Background: an optimization exercise with open tools, aiming at a short achievable clock period and few clock cycles. Do not read the settings as production practice. At most, simulation tests tie the RTL to the original design; equivalence was not proved. The RTL of run 1 was laid out without a check of its function. No activity file was given, so power comes from the tool's default toggle rates.

**flow/run.sh**
```bash
#!/bin/bash
# synth_recipe.tcl (not shown) runs the flow's synth.tcl, then flattens the netlist and writes it again
# the make line also repeats each setting of config.mk as NAME=value (left out here)
make -C /OpenROAD-flow-scripts/flow DESIGN_CONFIG=/design/flow/config.mk WORK_HOME=/design/flow/orfs CLKGATE_MAP_FILE= SYNTH_SCRIPT=/design/flow/synth_recipe.tcl finish
```
**flow/constraint.sdc**
```tcl
create_clock -name core_clock -period 8.0 [get_ports {i_clk}]
set_input_delay 1.6000 -clock core_clock [delete_from_list [all_inputs] [get_ports {i_clk}]]
set_output_delay 1.6000 -clock core_clock [all_outputs]
set_load 0.01 [all_outputs]
```
**flow/config.mk**
```make
export PLATFORM = sky130hd
export DESIGN_NAME = npu
export DESIGN_NICKNAME = npu
export VERILOG_FILES = /design/flow/design.v
export SDC_FILE = /design/flow/constraint.sdc
export NUM_CORES = 4
export LEC_CHECK = 0
export ABC_CLOCK_PERIOD_IN_PS = 2500
export CAP_MARGIN = 20
export CORE_MARGIN = 2
export CORE_UTILIZATION = 40
export SETUP_SLACK_MARGIN = 5.0
export SLEW_MARGIN = 20
export TNS_END_PERCENT = 100
```
**flow/design.v**
```verilog
package npu_pkg;
    localparam int EW   = 16;
    localparam int DOTW = 4;
    localparam int VW   = EW * DOTW;
    localparam int VRFD  = 16;
    localparam int VRFAW = 4;
    localparam int INST_DEPTH = 32;
    localparam int INST_ADDRW = 5;
    localparam int IW         = 16;
    localparam int INPUT_BUFFER_SIZE = 8;
    localparam logic [2:0] OP_END  = 3'd0;
    localparam logic [2:0] OP_LOAD = 3'd1;
    localparam logic [2:0] OP_ADD  = 3'd2;
    localparam logic [2:0] OP_SUB  = 3'd3;
    localparam logic [2:0] OP_MUL  = 3'd4;
    localparam logic [2:0] OP_RELU = 3'd5;
    localparam int I_OP_LSB  = 13;
    localparam int I_REPORT  = 12;
    localparam int I_DST_LSB = 8;
    localparam int I_S0_LSB  = 4;
    localparam int I_S1_LSB  = 0;
endpackage
module npu_fifo #(
    parameter int DEPTH = 8,
    parameter int W     = 64
) (
    input  logic         i_clk,
    input  logic         i_rst_n,
    input  logic         i_wr_en,
    output logic         o_wr_rdy,
    input  logic [W-1:0] i_wr_din,
    input  logic         i_rd_en,
    output logic         o_rd_rdy,
    output logic [W-1:0] o_rd_dout
);
    localparam int AW = $clog2(DEPTH);
    logic [W-1:0]      mem [DEPTH];
    logic [AW-1:0]     wr_ptr;
    logic [AW-1:0]     rd_ptr;
    logic [AW:0]       count;
    logic [AW:0]       count_nxt;
    logic              do_wr;
    logic              do_rd;
    assign do_wr     = i_wr_en && o_wr_rdy;
    assign do_rd     = i_rd_en;
    assign o_rd_dout = mem[rd_ptr];
    assign count_nxt = count + (AW+1)'(do_wr) - (AW+1)'(do_rd);
    always_ff @(posedge i_clk) begin
        if (do_wr) begin
            mem[wr_ptr] <= i_wr_din;
        end
    end
    always_ff @(posedge i_clk or negedge i_rst_n) begin
        if (!i_rst_n) begin
            wr_ptr   <= '0;
            rd_ptr   <= '0;
            count    <= '0;
            o_wr_rdy <= 1'b1;
            o_rd_rdy <= 1'b0;
        end else begin
            if (do_wr) wr_ptr <= wr_ptr + 1'b1;
            if (do_rd) rd_ptr <= rd_ptr + 1'b1;
            count    <= count_nxt;
            o_wr_rdy <= (count_nxt != (AW+1)'(DEPTH));
            o_rd_rdy <= (count_nxt != '0);
        end
    end
endmodule
module inst_fetch (
    input  logic                           i_clk,
    input  logic                           i_inst_wr_en,
    input  logic [npu_pkg::INST_ADDRW-1:0] i_inst_wr_addr,
    input  logic [npu_pkg::IW-1:0]         i_inst_wr_din,
    input  logic [npu_pkg::INST_ADDRW-1:0] i_ra0,
    input  logic [npu_pkg::INST_ADDRW-1:0] i_ra1,
    input  logic [npu_pkg::INST_ADDRW-1:0] i_ra2,
    output logic [npu_pkg::IW-1:0]         o_rd0,
    output logic [npu_pkg::IW-1:0]         o_rd1,
    output logic [npu_pkg::IW-1:0]         o_rd2
);
    logic [npu_pkg::IW-1:0] imem [npu_pkg::INST_DEPTH];
    always_ff @(posedge i_clk) begin
        if (i_inst_wr_en) begin
            imem[i_inst_wr_addr] <= i_inst_wr_din;
        end
    end
    assign o_rd0 = imem[i_ra0];
    assign o_rd1 = imem[i_ra1];
    assign o_rd2 = imem[i_ra2];
endmodule
module vrf (
    input  logic                      i_clk,
    input  logic                      i_rst_n,
    input  logic [npu_pkg::VRFAW-1:0] i_ra0,
    input  logic [npu_pkg::VRFAW-1:0] i_ra1,
    input  logic [npu_pkg::VRFAW-1:0] i_ra2,
    input  logic [npu_pkg::VRFAW-1:0] i_ra3,
    output logic [npu_pkg::VW-1:0]    o_rd0,
    output logic [npu_pkg::VW-1:0]    o_rd1,
    output logic [npu_pkg::VW-1:0]    o_rd2,
    output logic [npu_pkg::VW-1:0]    o_rd3,
    input  logic                      i_we0,
    input  logic [npu_pkg::VRFAW-1:0] i_wa0,
    input  logic [npu_pkg::VW-1:0]    i_wd0,
    input  logic                      i_we1,
    input  logic [npu_pkg::VRFAW-1:0] i_wa1,
    input  logic [npu_pkg::VW-1:0]    i_wd1
);
    logic [npu_pkg::VW-1:0] regs [npu_pkg::VRFD];
    assign o_rd0 = regs[i_ra0];
    assign o_rd1 = regs[i_ra1];
    assign o_rd2 = regs[i_ra2];
    assign o_rd3 = regs[i_ra3];
    always_ff @(posedge i_clk or negedge i_rst_n) begin
        if (!i_rst_n) begin
            for (int i = 0; i < npu_pkg::VRFD; i++) begin
                regs[i] <= '0;
            end
        end else begin
            for (int i = 0; i < npu_pkg::VRFD; i++) begin
                if (i_we1 && i_wa1 == npu_pkg::VRFAW'(i)) begin
                    regs[i] <= i_wd1;
                end else if (i_we0 && i_wa0 == npu_pkg::VRFAW'(i)) begin
                    regs[i] <= i_wd0;
                end
            end
        end
    end
endmodule
module npu_csa (
    input  logic [15:0] i_a,
    input  logic [15:0] i_b,
    input  logic [15:0] i_c,
    output logic [15:0] o_s,
    output logic [15:0] o_c
);
    assign o_s = i_a ^ i_b ^ i_c;
    assign o_c = {((i_a[14:0] & i_b[14:0]) | (i_a[14:0] & i_c[14:0]) | (i_b[14:0] & i_c[14:0])), 1'b0};
endmodule
module npu_mul_s1 (
    input  logic [15:0] i_x,
    input  logic [15:0] i_y,
    output logic [63:0] o_rows
);
    logic [15:0] r [16];
    for (genvar j = 0; j < 16; j++) begin : g_pp
        assign r[j] = i_y[j] ? (i_x << j) : 16'd0;
    end
    logic [15:0] l1 [11];
    for (genvar k = 0; k < 5; k++) begin : g_l1
        npu_csa u (.i_a(r[3*k]), .i_b(r[3*k+1]), .i_c(r[3*k+2]), .o_s(l1[2*k]), .o_c(l1[2*k+1]));
    end
    assign l1[10] = r[15];
    logic [15:0] l2 [8];
    for (genvar k = 0; k < 3; k++) begin : g_l2
        npu_csa u (.i_a(l1[3*k]), .i_b(l1[3*k+1]), .i_c(l1[3*k+2]), .o_s(l2[2*k]), .o_c(l2[2*k+1]));
    end
    assign l2[6] = l1[9];
    assign l2[7] = l1[10];
    logic [15:0] l3 [6];
    for (genvar k = 0; k < 2; k++) begin : g_l3
        npu_csa u (.i_a(l2[3*k]), .i_b(l2[3*k+1]), .i_c(l2[3*k+2]), .o_s(l3[2*k]), .o_c(l3[2*k+1]));
    end
    assign l3[4] = l2[6];
    assign l3[5] = l2[7];
    logic [15:0] l4 [4];
    for (genvar k = 0; k < 2; k++) begin : g_l4
        npu_csa u (.i_a(l3[3*k]), .i_b(l3[3*k+1]), .i_c(l3[3*k+2]), .o_s(l4[2*k]), .o_c(l4[2*k+1]));
    end
    assign o_rows = {l4[3], l4[2], l4[1], l4[0]};
endmodule
module npu_mul_s2 (
    input  logic [63:0] i_rows,
    output logic [15:0] o_p
);
    logic [15:0] s5;
    logic [15:0] c5;
    logic [15:0] s6;
    logic [15:0] c6;
    npu_csa u5 (.i_a(i_rows[15:0]), .i_b(i_rows[31:16]), .i_c(i_rows[47:32]), .o_s(s5), .o_c(c5));
    npu_csa u6 (.i_a(s5), .i_b(c5), .i_c(i_rows[63:48]), .o_s(s6), .o_c(c6));
    assign o_p = s6 + c6;
endmodule
module exec_unit (
    input  logic [15:0] i_a,
    input  logic [15:0] i_b,
    input  logic [15:0] i_c,
    input  logic        i_sub,
    input  logic        i_add,
    input  logic        i_relu,
    input  logic        i_load,
    output logic [15:0] o_r
);
    logic [15:0] sum;
    assign sum = i_a + (i_b ^ {16{i_sub}}) + {15'd0, i_sub};
    always_comb begin
        o_r = '0;
        if (i_add)  o_r = o_r | sum;
        if (i_relu) o_r = o_r | (i_a & {16{~i_a[15]}});
        if (i_load) o_r = o_r | i_c;
    end
endmodule
module npu (
    input  logic                           i_clk,
    input  logic                           i_rst_n,
    input  logic                           i_inst_wr_en,
    input  logic [npu_pkg::INST_ADDRW-1:0] i_inst_wr_addr,
    input  logic [npu_pkg::IW-1:0]         i_inst_wr_din,
    input  logic                           i_in_wr_en,
    output logic                           o_in_wr_rdy,
    input  logic [npu_pkg::VW-1:0]         i_in_wr_din,
    input  logic                           i_start,
    input  logic [npu_pkg::INST_ADDRW-1:0] i_pc_start_offset,
    output logic                           o_out_valid,
    output logic [npu_pkg::VW-1:0]         o_out_data,
    output logic                           o_done
);
    localparam int VW = npu_pkg::VW;
    localparam int IW = npu_pkg::IW;
    localparam int AW = npu_pkg::INST_ADDRW;
    localparam int RW = npu_pkg::VRFAW;
    logic [AW-1:0] pc;
    logic [AW-1:0] off1;
    logic [IW-1:0] w_start;    
    logic [IW-1:0] w_start1;   
    logic [IW-1:0] w_fetch;    
    assign off1 = i_pc_start_offset + 1'b1;
    inst_fetch u_imem (
        .i_clk          (i_clk),
        .i_inst_wr_en   (i_inst_wr_en),
        .i_inst_wr_addr (i_inst_wr_addr),
        .i_inst_wr_din  (i_inst_wr_din),
        .i_ra0          (i_pc_start_offset),
        .i_ra1          (off1),
        .i_ra2          (pc),
        .o_rd0          (w_start),
        .o_rd1          (w_start1),
        .o_rd2          (w_fetch)
    );
    logic          vec_rd_en;
    logic          vec_rdy;
    logic [VW-1:0] vec_head;
    npu_fifo #(
        .DEPTH (npu_pkg::INPUT_BUFFER_SIZE),
        .W     (VW)
    ) u_in_buffer (
        .i_clk     (i_clk),
        .i_rst_n   (i_rst_n),
        .i_wr_en   (i_in_wr_en),
        .o_wr_rdy  (o_in_wr_rdy),
        .i_wr_din  (i_in_wr_din),
        .i_rd_en   (vec_rd_en),
        .o_rd_rdy  (vec_rdy),
        .o_rd_dout (vec_head)
    );
    logic          running;
    logic          irn_valid;
    logic [IW-1:0] irn;         
    logic          x_valid;
    logic          x_add;
    logic          x_sub;
    logic          x_relu;
    logic          x_load;
    logic          x_mul;
    logic          x_rep;
    logic [RW-1:0] x_dst;
    logic [VW-1:0] x_a;
    logic [VW-1:0] x_b;
    logic [VW-1:0] x_c;
    logic [VW-1:0] x_res;
    logic           m_valid;
    logic           m_rep;
    logic [RW-1:0]  m_dst;
    logic [4*VW-1:0] m_rows;
    logic [4*VW-1:0] m_rows_d;
    logic [VW-1:0]  m_res;
    logic [2:0]    f_op;
    logic          f_rep;
    logic [RW-1:0] f_s0;
    logic [RW-1:0] f_s1;
    logic          f_use0;
    logic          f_use1;
    logic          f_hazard;
    logic          f_conflict;
    logic          f_issue;
    logic          f_end;
    logic [2:0]    s_op;
    logic          s_issue;
    logic          issue;
    logic [IW-1:0] iw;
    logic [2:0]    i_op;
    assign f_op   = irn[npu_pkg::I_OP_LSB +: 3];
    assign f_rep  = irn[npu_pkg::I_REPORT];
    assign f_s0   = irn[npu_pkg::I_S0_LSB +: RW];
    assign f_s1   = irn[npu_pkg::I_S1_LSB +: RW];
    assign f_use0 = (f_op == npu_pkg::OP_ADD) || (f_op == npu_pkg::OP_SUB) ||
                    (f_op == npu_pkg::OP_MUL) || (f_op == npu_pkg::OP_RELU);
    assign f_use1 = (f_op == npu_pkg::OP_ADD) || (f_op == npu_pkg::OP_SUB) ||
                    (f_op == npu_pkg::OP_MUL);
    assign f_hazard   = x_valid && x_mul && ((f_use0 && x_dst == f_s0) ||
                                             (f_use1 && x_dst == f_s1));
    assign f_conflict = x_valid && x_mul && x_rep && f_rep && (f_op != npu_pkg::OP_MUL);
    assign f_end      = (f_op == npu_pkg::OP_END);
    assign f_issue    = running && irn_valid && !f_end && !f_hazard && !f_conflict &&
                        !((f_op == npu_pkg::OP_LOAD) && !vec_rdy);
    assign s_op    = w_start[npu_pkg::I_OP_LSB +: 3];
    assign s_issue = (s_op != npu_pkg::OP_END) && !((s_op == npu_pkg::OP_LOAD) && !vec_rdy);
    assign issue     = i_start ? s_issue : f_issue;
    assign iw        = i_start ? w_start : irn;
    assign i_op      = iw[npu_pkg::I_OP_LSB +: 3];
    assign vec_rd_en = issue && (i_op == npu_pkg::OP_LOAD);
    logic [VW-1:0] rf_f0;
    logic [VW-1:0] rf_f1;
    logic [VW-1:0] rf_s0;
    logic [VW-1:0] rf_s1;
    logic          x_wr;
    logic          m_wr;
    logic [VW-1:0] byp0;
    logic [VW-1:0] byp1;
    assign x_wr = x_valid && !x_mul;
    assign m_wr = m_valid;
    vrf u_vrf (
        .i_clk   (i_clk),
        .i_rst_n (i_rst_n),
        .i_ra0   (f_s0),
        .i_ra1   (f_s1),
        .i_ra2   (w_start[npu_pkg::I_S0_LSB +: RW]),
        .i_ra3   (w_start[npu_pkg::I_S1_LSB +: RW]),
        .o_rd0   (rf_f0),
        .o_rd1   (rf_f1),
        .o_rd2   (rf_s0),
        .o_rd3   (rf_s1),
        .i_we0   (m_wr),
        .i_wa0   (m_dst),
        .i_wd0   (m_res),
        .i_we1   (x_wr),
        .i_wa1   (x_dst),
        .i_wd1   (x_res)
    );
    always_comb begin
        if (x_wr && x_dst == f_s0)      byp0 = x_res;
        else if (m_wr && m_dst == f_s0) byp0 = m_res;
        else                            byp0 = rf_f0;
        if (x_wr && x_dst == f_s1)      byp1 = x_res;
        else if (m_wr && m_dst == f_s1) byp1 = m_res;
        else                            byp1 = rf_f1;
    end
    for (genvar i = 0; i < npu_pkg::DOTW; i++) begin : g_lane
        exec_unit u_alu (
            .i_a    (x_a[16*i +: 16]),
            .i_b    (x_b[16*i +: 16]),
            .i_c    (x_c[16*i +: 16]),
            .i_sub  (x_sub),
            .i_add  (x_add),
            .i_relu (x_relu),
            .i_load (x_load),
            .o_r    (x_res[16*i +: 16])
        );
        npu_mul_s1 u_mul1 (
            .i_x    (x_a[16*i +: 16]),
            .i_y    (x_b[16*i +: 16]),
            .o_rows (m_rows_d[64*i +: 64])
        );
        npu_mul_s2 u_mul2 (
            .i_rows (m_rows[64*i +: 64]),
            .o_p    (m_res[16*i +: 16])
        );
    end
    always_ff @(posedge i_clk) begin
        x_add  <= (i_op == npu_pkg::OP_ADD) || (i_op == npu_pkg::OP_SUB);
        x_sub  <= (i_op == npu_pkg::OP_SUB);
        x_relu <= (i_op == npu_pkg::OP_RELU);
        x_load <= (i_op == npu_pkg::OP_LOAD);
        x_mul  <= (i_op == npu_pkg::OP_MUL);
        x_rep  <= iw[npu_pkg::I_REPORT];
        x_dst  <= iw[npu_pkg::I_DST_LSB +: RW];
        x_a    <= i_start ? rf_s0 : byp0;
        x_b    <= i_start ? rf_s1 : byp1;
        x_c    <= vec_head;
        m_rep  <= x_rep;
        m_dst  <= x_dst;
        m_rows <= m_rows_d;
        o_out_data <= (m_valid && m_rep) ? m_res : x_res;
    end
    always_ff @(posedge i_clk or negedge i_rst_n) begin
        if (!i_rst_n) begin
            running     <= 1'b0;
            irn_valid   <= 1'b0;
            irn         <= '0;
            pc          <= '0;
            x_valid     <= 1'b0;
            m_valid     <= 1'b0;
            o_out_valid <= 1'b0;
            o_done      <= 1'b0;
        end else begin
            x_valid     <= issue;
            m_valid     <= x_valid && x_mul;
            o_out_valid <= (m_valid && m_rep) || (x_wr && x_rep);
            if (i_start) begin
                running   <= 1'b1;
                irn_valid <= 1'b1;
                o_done    <= 1'b0;
                if (s_issue) begin
                    irn <= w_start1;
                    pc  <= off1 + 1'b1;
                end else begin
                    irn <= w_start;
                    pc  <= off1;
                end
            end else if (running) begin
                if (f_issue) begin
                    irn <= w_fetch;
                    pc  <= pc + 1'b1;
                end else if (f_end && !(x_valid && x_mul)) begin
                    running   <= 1'b0;
                    irn_valid <= 1'b0;
                    o_done    <= 1'b1;
                end
            end
        end
    end
endmodule
```
==> impl_metrics.json, run 1 <==
{
  "syn_area_per_cell_um2": 10.5,
  "synth.cell_area_um2": 152000,
  "initial_utilization_pct": 40.1,
  "cts-root-buf": "clkbuf_16",
  "synth_top_area_share_pct": 20.2,
  "ys_types": 94,
  "ys.flop_type": "dfrtp_1",
  "synth_compound_area_share_pct": 19.7,
  "synth-simple-area-share_pct": 10.4,
  "synth_top_family_by_area": "compound AO/OA/AOI/OAI gates",
  "rows": 226,
  "cts_sinks": 2494,
  "fp.dieW_um": 620,
  "status": "aborted with a tool error",
  "synth_area_leaders": "edfxtp_1 (20%), dfrtp_1 (17%), mux4_2 (8.2%), a22oi_1 (5.7%), dfxtp_1 (5.4%)",
  "dpl.hpwl_mm": 516,
  "error_line": "[ERROR RSZ-0074] Failed to build tree from global routes for pin 'clone5366/X' and net 'net5366' at grid (79350, 486450): found route to 4 pins, expected 5",
  "synth_fp_nets": 15100,
  "synth-xor-area-share_pct": 1.65,
  "pin_count": 162,
  "htreeDepth": 5,
  "io_buffers": 161,
  "synth-async-reset-ratio_pct": 42.6,
  "yosys_warnings": 16,
  "synthAdderAreaFrac_pct": 6.35,
  "cts_buffers": 295,
  "die_h_um": 620,
  "place_congestion": 1.09,
  "synth_edf_count": 1024,
  "lastStage": "global routing (5_1_grt)",
  "synthMuxAreaShare_pct": 14.1,
  "netlist.top_cell.by_area": "edfxtp_1",
  "yosysSeqAreaShare_pct": 43.1,
  "ys_ff_latch": 2494,
  "cts_buffer_depth": 4,
  "netlist_instances": 14500,
  "grt_max_degree": 160
}
## power by group through the flow
stage | clock network, W | registers (W) | logic [W]
detailed placement | 0 | 0.0236 | 0.0254
global placement | 0 | 0.0237 | 0.0251
floorplan | 0 | 0.0193 | 0.0165
CTS | 0.0142 | 0.0235 | 0.0306
## metrics by stage
stage / area (um2) / std cells / power [W] / setup slack, ns
2_1_floorplan: 154000 / 14500 / 0.0358 / 2.71
3_3_place_gp: 161000 / 18800 / 0.0488 / 1.20
3_5_place_dp: 161000 / 18800 / 0.0490 / 1.11
4_1_cts: 189000 / 20200 / 0.0683 / 3.77
## synthesized netlist by cell type (all sizes together) (77+ instances only)
library cell and n:
dfxtp 407, clkbuf 998, o211ai 115, edfxtp 1024
a22o 245, o21ai 1115, a21oi 785, a211oi 237
mux2 77, nor2 840, mux4 557, ha 225
mux2i 803, a22oi 1154, buf 392, xnor2 169
a222oi 82, nand3 259, fa 341, a221oi 215
o22ai 214, dfrtp 1062, and2 422, xor2 118
inv 345, nand2 1418, nand4 184
## kinds of logic after synthesis
kind of cell,Yosys count
AOI/OAI and AO/OA,4509
muxes,1437
DFF,2494
xor gates and xnor gates,287
and+or+nand+nor,3423
buffers and inverters,1735
adders and majority gates,566
## worst min-delay path by stage
| stage | start | to | slack, ns | cells after the start |
|---|---|---|---|---|
| CTS | irn_valid$_DFFE_PN0P_ | irn_valid$_DFFE_PN0P_ | 0.49 | 2 |
| detailed placement | irn_valid$_DFFE_PN0P_ | irn_valid$_DFFE_PN0P_ | 0.47 | 2 |
| global placement | irn_valid$_DFFE_PN0P_ | irn_valid$_DFFE_PN0P_ | 0.46 | 2 |
| floorplan | x_dst[0]$_DFF_P_ | m_dst[0]$_DFF_P_ | 0.33 | 0 |
## timing repair
| item | 4_1_cts |
|---|---|
| hold buffers | 0 |
| hold endpoints to repair | 0 |
| buffers inserted | 829 |
| endpoints found under the setup margin | 1899 |
| gates cloned | 110 |
| pin swaps | 518 |
| gates resized for setup | 2309 |
==> run 2: changes to the inputs <==
--- a/flow/design.v
+++ b/flow/design.v
@@ -46,3 +46,13 @@
     assign o_rd_dout = mem[rd_ptr];
-    assign count_nxt = count + (AW+1)'(do_wr) - (AW+1)'(do_rd);
+    logic [AW:0] count_p1;
+    logic [AW:0] count_m1;
+    logic        wr_rdy_nrd;
+    logic        rd_rdy_nrd;
+    logic        rd_rdy_rd;
+    assign count_p1   = count + 1'b1;
+    assign count_m1   = count - 1'b1;
+    assign wr_rdy_nrd = do_wr ? (count != (AW+1)'(DEPTH - 1)) : (count != (AW+1)'(DEPTH));
+    assign rd_rdy_nrd = do_wr || (count != '0);
+    assign rd_rdy_rd  = do_wr || (count != (AW+1)'(1));
+    assign count_nxt  = do_rd ? (do_wr ? count : count_m1) : (do_wr ? count_p1 : count);
     always_ff @(posedge i_clk) begin
@@ -63,4 +73,4 @@
             count    <= count_nxt;
-            o_wr_rdy <= (count_nxt != (AW+1)'(DEPTH));
-            o_rd_rdy <= (count_nxt != '0);
+            o_wr_rdy <= do_rd ? 1'b1 : wr_rdy_nrd;
+            o_rd_rdy <= do_rd ? rd_rdy_rd : rd_rdy_nrd;
         end
@@ -95,8 +105,4 @@
     input  logic [npu_pkg::VRFAW-1:0] i_ra1,
-    input  logic [npu_pkg::VRFAW-1:0] i_ra2,
-    input  logic [npu_pkg::VRFAW-1:0] i_ra3,
     output logic [npu_pkg::VW-1:0]    o_rd0,
     output logic [npu_pkg::VW-1:0]    o_rd1,
-    output logic [npu_pkg::VW-1:0]    o_rd2,
-    output logic [npu_pkg::VW-1:0]    o_rd3,
     input  logic                      i_we0,
@@ -111,4 +117,2 @@
     assign o_rd1 = regs[i_ra1];
-    assign o_rd2 = regs[i_ra2];
-    assign o_rd3 = regs[i_ra3];
     always_ff @(posedge i_clk or negedge i_rst_n) begin
@@ -306,3 +310,3 @@
     assign s_op    = w_start[npu_pkg::I_OP_LSB +: 3];
-    assign s_issue = (s_op != npu_pkg::OP_END) && !((s_op == npu_pkg::OP_LOAD) && !vec_rdy);
+    assign s_issue = (s_op == npu_pkg::OP_LOAD) && vec_rdy;
     assign issue     = i_start ? s_issue : f_issue;
@@ -313,6 +317,12 @@
     logic [VW-1:0] rf_f1;
-    logic [VW-1:0] rf_s0;
-    logic [VW-1:0] rf_s1;
     logic          x_wr;
     logic          m_wr;
+    logic          wx_valid;
+    logic [RW-1:0] wx_dst;
+    logic [VW-1:0] wx_val;
+    logic          wm_valid;
+    logic [RW-1:0] wm_dst;
+    logic [VW-1:0] wm_val;
+    logic [VW-1:0] old0;
+    logic [VW-1:0] old1;
     logic [VW-1:0] byp0;
@@ -326,22 +336,24 @@
         .i_ra1   (f_s1),
-        .i_ra2   (w_start[npu_pkg::I_S0_LSB +: RW]),
-        .i_ra3   (w_start[npu_pkg::I_S1_LSB +: RW]),
         .o_rd0   (rf_f0),
         .o_rd1   (rf_f1),
-        .o_rd2   (rf_s0),
-        .o_rd3   (rf_s1),
-        .i_we0   (m_wr),
-        .i_wa0   (m_dst),
-        .i_wd0   (m_res),
-        .i_we1   (x_wr),
-        .i_wa1   (x_dst),
-        .i_wd1   (x_res)
+        .i_we0   (wm_valid),
+        .i_wa0   (wm_dst),
+        .i_wd0   (wm_val),
+        .i_we1   (wx_valid),
+        .i_wa1   (wx_dst),
+        .i_wd1   (wx_val)
     );
     always_comb begin
+        if (wx_valid && wx_dst == f_s0)      old0 = wx_val;
+        else if (wm_valid && wm_dst == f_s0) old0 = wm_val;
+        else                                 old0 = rf_f0;
+        if (wx_valid && wx_dst == f_s1)      old1 = wx_val;
+        else if (wm_valid && wm_dst == f_s1) old1 = wm_val;
+        else                                 old1 = rf_f1;
         if (x_wr && x_dst == f_s0)      byp0 = x_res;
         else if (m_wr && m_dst == f_s0) byp0 = m_res;
-        else                            byp0 = rf_f0;
+        else                            byp0 = old0;
         if (x_wr && x_dst == f_s1)      byp1 = x_res;
         else if (m_wr && m_dst == f_s1) byp1 = m_res;
-        else                            byp1 = rf_f1;
+        else                            byp1 = old1;
     end
@@ -376,4 +388,8 @@
         x_dst  <= iw[npu_pkg::I_DST_LSB +: RW];
-        x_a    <= i_start ? rf_s0 : byp0;
-        x_b    <= i_start ? rf_s1 : byp1;
+        x_a    <= byp0;
+        x_b    <= byp1;
+        wx_dst <= x_dst;
+        wx_val <= x_res;
+        wm_dst <= m_dst;
+        wm_val <= m_res;
         x_c    <= vec_head;
@@ -392,2 +408,4 @@
             m_valid     <= 1'b0;
+            wx_valid    <= 1'b0;
+            wm_valid    <= 1'b0;
             o_out_valid <= 1'b0;
@@ -397,2 +415,4 @@
             m_valid     <= x_valid && x_mul;
+            wx_valid    <= x_wr;
+            wm_valid    <= m_wr;
             o_out_valid <= (m_valid && m_rep) || (x_wr && x_rep);
==> flow/flow/run.sh (new file) <==
#!/bin/bash
# The standard layout (standard.sh) with repair_timing's gate cloning turned
# off: clones it made after global routing were left driving more load than
# the library allows. Each step's full log is in orfs/logs/; make's own output
# is in make.log in this folder.
set -euo pipefail
export SKIP_GATE_CLONING=1
bash standard.sh finish > make.log 2>&1
==> flow/standard.sh (new file) <==
#!/bin/bash
# synth_recipe.tcl (not shown) runs the flow's synth.tcl, then flattens the netlist and writes it again
# the make line also repeats each setting of config.mk as NAME=value (left out here)
make -C /OpenROAD-flow-scripts/flow DESIGN_CONFIG=/design/flow/config.mk WORK_HOME=/design/flow/orfs CLKGATE_MAP_FILE= SYNTH_SCRIPT=/design/flow/synth_recipe.tcl "${@:-finish}"
--- a/flow/config.mk
+++ b/flow/config.mk
@@ -7,7 +7,8 @@
 export LEC_CHECK = 0
-export ABC_CLOCK_PERIOD_IN_PS = 2500
+export ABC_CLOCK_PERIOD_IN_PS = 1000
 export CAP_MARGIN = 20
 export CORE_MARGIN = 2
-export CORE_UTILIZATION = 40
-export SETUP_SLACK_MARGIN = 5.0
+export CORE_UTILIZATION = 35
+export PLACE_DENSITY = 0.5
+export SETUP_SLACK_MARGIN = 4.6
 export SLEW_MARGIN = 20
removed: flow/run.sh
==> impl_metrics.json, run 2 <==
{
  "pre_cts_slack_ns": 2.54,
  "grt_use_total_pct": 31.6,
  "top_register": "u_vrf.regs",
  "synth_most_common_cell": "mux2i_1",
  "grt_overflow": 0,
  "worstPathArrival_ns": 4.62,
  "cts-root-buf": "clkbuf_16",
  "place_congestion": 0.981,
  "reg_top3": "u_vrf.regs x1024, u_imem.imem x512, u_in_buffer.mem x512",
  "worstPathCellList": "buf_12 > nor4b_2 > buf_4 > a22oi_1 > nand4_1 > o22ai_1 > o211ai_1 > o211ai_1 > a22oi_1",
  "ant_nets": 0,
  "critPathLaunchType": "register",
  "cts_sinks": 2628,
  "period_needed_ns": 3.76,
  "dpl-instance-area_um2": 153000,
  "grt_pass1_wl_mm": 933,
  "rows": 236,
  "first_global_vias": 115000,
  "fp.dieW_um": 647,
  "cts_buffers": 308,
  "dpl.hpwl_mm": 417,
  "status": "no timing/DRC/antenna violations",
  "peakVddDrop_v": 0.000236,
  "final_cell_mix": "mux2i_1 (1145), dfrtp_1 (1048), edfxtp_1 (1024), nand2_1 (971), a21oi_1 (946)",
  "pin_count": 162,
  "slew_violations": 0,
  "synth-async-reset-ratio_pct": 40.5,
  "netlist_instances": 12800,
  "drt-total-wl_mm": 686,
  "die_area_um2": 418000,
  "worstReg2RegStart": "irn[1]$_DFFE_PN0P_",
  "slowest_delay_ns": 0.73,
  "syn_area_per_cell_um2": 11.3,
  "maxCapViolCount": 0,
  "largest_reg_flops": 1024,
  "fin_area_um2": 168000,
  "layout.nets": 13300,
  "endpoint_kind": "register",
  "cts_tree": "yes",
  "synth_area_leaders": "edfxtp_1 (21%), dfrtp_1 (18%), mux4_2 (9.1%), mux2i_1 (7.9%), dfxtp_1 (7.5%)",
  "relSlewSlack_pct": 12.3,
  "critPathKind": "reg -> reg",
  "route.detailed.drc": 0,
  "cts_buffer_depth": 4,
  "netlist.top_cell.by_area": "edfxtp_1",
  "detail_route.wl_per_cell_um": 37.3,
  "synth_fp_nets": 13400,
  "setup_ws_ns": 4.24,
  "ys_types": 84,
  "timing.final.crit_share_pct": 47.0,
  "yosysSeqAreaShare_pct": 47.1,
  "p_per_area_nw_per_um2": 424,
  "hold_buffers": 0,
  "fin_skew_ns": 0.0658,
  "drtIter0Drc": 21000,
  "setup_viol": 0,
  "ys_ff_latch": 2628,
  "htreeDepth": 5,
  "final_common_cell": "mux2i_1",
  "core_region_area_um2": 412000,
  "drt_first_pass_iters": 15,
  "crit_family": "compound AO/OA/AOI/OAI gates",
  "p_leak_nw": 65.8,
  "ys.flop_type": "dfrtp_1",
  "synth_edf_count": 1024,
  "critPathLaunch": "irn[1]$_DFFE_PN0P_",
  "rsz0062_at_grt": "yes",
  "max_slew.worst_pin.slew_ns": 1.32,
  "synth.cell_area_um2": 145000,
  "hp-class": "reg -> reg",
  "antenna_found_initial": 89,
  "hold_viol": 0,
  "syn2layout_area_growth_pct": 15.8,
  "hold_path.startpoint": "m_rows[128]$_SDFF_PN0_",
  "crit_buf_inv": 2,
  "clkTransAtPathRegs_ns": 0.06,
  "io_buffers": 161,
  "num_vias": 119000,
  "yosys_warnings": 16,
  "initial_utilization_pct": 35.1,
  "grt_max_degree": 151,
  "cp_slowest_cell": "buf_4",
  "die_h_um": 647,
  "insertion_delay_ns": 0.99,
  "drive_gt1_share_pct": 17.3,
  "ys_top_cells_by_count": "mux2i_1 (1146), dfrtp_1 (1064), edfxtp_1 (1024), nor2_1 (1000), clkbuf_1 (994)",
  "path_max_fanout": 23,
  "synth_top_area_share_pct": 21.3,
  "setup-tns-final_ns": 0,
  "fill_cells": 38800,
  "vias_per_cell": 6.49,
  "max_freq_ghz": 0.266,
  "crit_required_ns": 8.86
}
## run 2: cell types whose count changed after synthesis, sizes merged, moves of 134 or more
cell / before / now
a22oi: 1154 / 527
and2: 422 / 288
o21ai: 1115 / 611
a21oi: 785 / 972
a211oi: 237 / 30
nand3: 259 / 106
mux2i: 803 / 1146
o22ai: 214 / 51
nand2: 1418 / 993
buf: 392 / 258
nor2: 840 / 1000
## run 2: worst paths after layout
kind | cells past startpoint | to | slack [ns]
worst max-delay path | 9 | x_b[47]$_DFF_P_ | 4.24
worst min-delay path | 0 | wm_val[32]$_DFF_P_ | 0.39
worst max register to register | 9 | x_b[47]$_DFF_P_ | 4.24
worst min register to register | 0 | wm_val[32]$_DFF_P_ | 0.39
max in group asynchronous | 3 | u_vrf.regs[7][54]$_DFFE_PN0P_ | 5.44
min in group asynchronous | 1 | u_vrf.regs[6][2]$_DFFE_PN0P_ | 0.69
## run 2: timing repair
action | 4_1_cts | 5_1_grt
pin swaps | 46 | 68
setup endpoints to repair | 601 | 316
resized for setup | 350 | 225
setup buffers | 88 | 112
## run 2: cell type report
class	instances	area, um2	share of cell area, %
antenna	70	175	0.105
clock buffer	418	8570	5.12
clock inverter	147	1590	0.948
inverter	396	1510	0.900
multi-input combinational	8479	72500	43.3
sequential	2628	68300	40.8
tap	5474	6850	4.09
timing repair buffer	779	8040	4.80
## run 2: report_power, final
part           leakage [nW]  total [W]  switching [W]  internal, W
Sequential             27.3     0.0241        0.00603       0.0181
Combinational          33.6     0.0324         0.0203       0.0121
Clock                  4.93     0.0144        0.00623      0.00821
## run 2: logic make-up after synthesis
logic type	synth area share, %
AO/OA/AOI/OAI	13.6
XOR/XNOR	1.82
adder cells (fa/ha/maj)	6.74
buffers and inverters	4.31
flip-flops	47.1
multiplexers	18.1
AND/OR/NAND/NOR	8.22
## run 2: metal layers
metal	GRT usage, %	wire length, um
met5	0.116	835
met4	20.2	53200
met3	10.7	89600
met2	45.5	286000
met1	40.5	256000
## run 2: per-stage QoR
step / total power, W / util [%] / std cells / hold WS (ns)
6_report: 0.0710 / 40.6 / 18400 / 0.392
3_3_place_gp: 0.0526 / 37.1 / 17500 / 0.379
2_1_floorplan: 0.0388 / - / 12800 / 0.329
4_1_cts: 0.0685 / 40.1 / 18200 / 0.391
5_1_grt: 0.0731 / 40.6 / 18300 / 0.403
3_5_place_dp: 0.0531 / 37.2 / 17600 / 0.382
Testbench counts of run 2, summed over its fixed seeds: cycles 4,726.

[port drivers added, routing unchanged]
How much do the figures lean on ideal ports? The routed layout below was timed once more, with nothing changed but the port constraints. Step 1: set_driving_cell puts a clkbuf_16 on i_clk and a buf_2 on each other input, an assumption about the parent block. Step 2 also shifts input and output timing later by t, the mid clock arrival at the registers, as if the neighbouring blocks saw the same clock. a / b / c = no drivers / after step 1 / after step 2; a / b = the first two.
run: run 2
shift t [ns]: 1.093
setup slack, ns: 4.241 / 4.241 / 3.501
hold WS [ns]: 0.392 / 0.392 / 0.392
worst setup path after step 2: input to register
After both steps run 2 still meets setup and hold. For run 2, drivers alone change the setup slack by 0.000 ns; drivers and shift together by -0.740 ns.
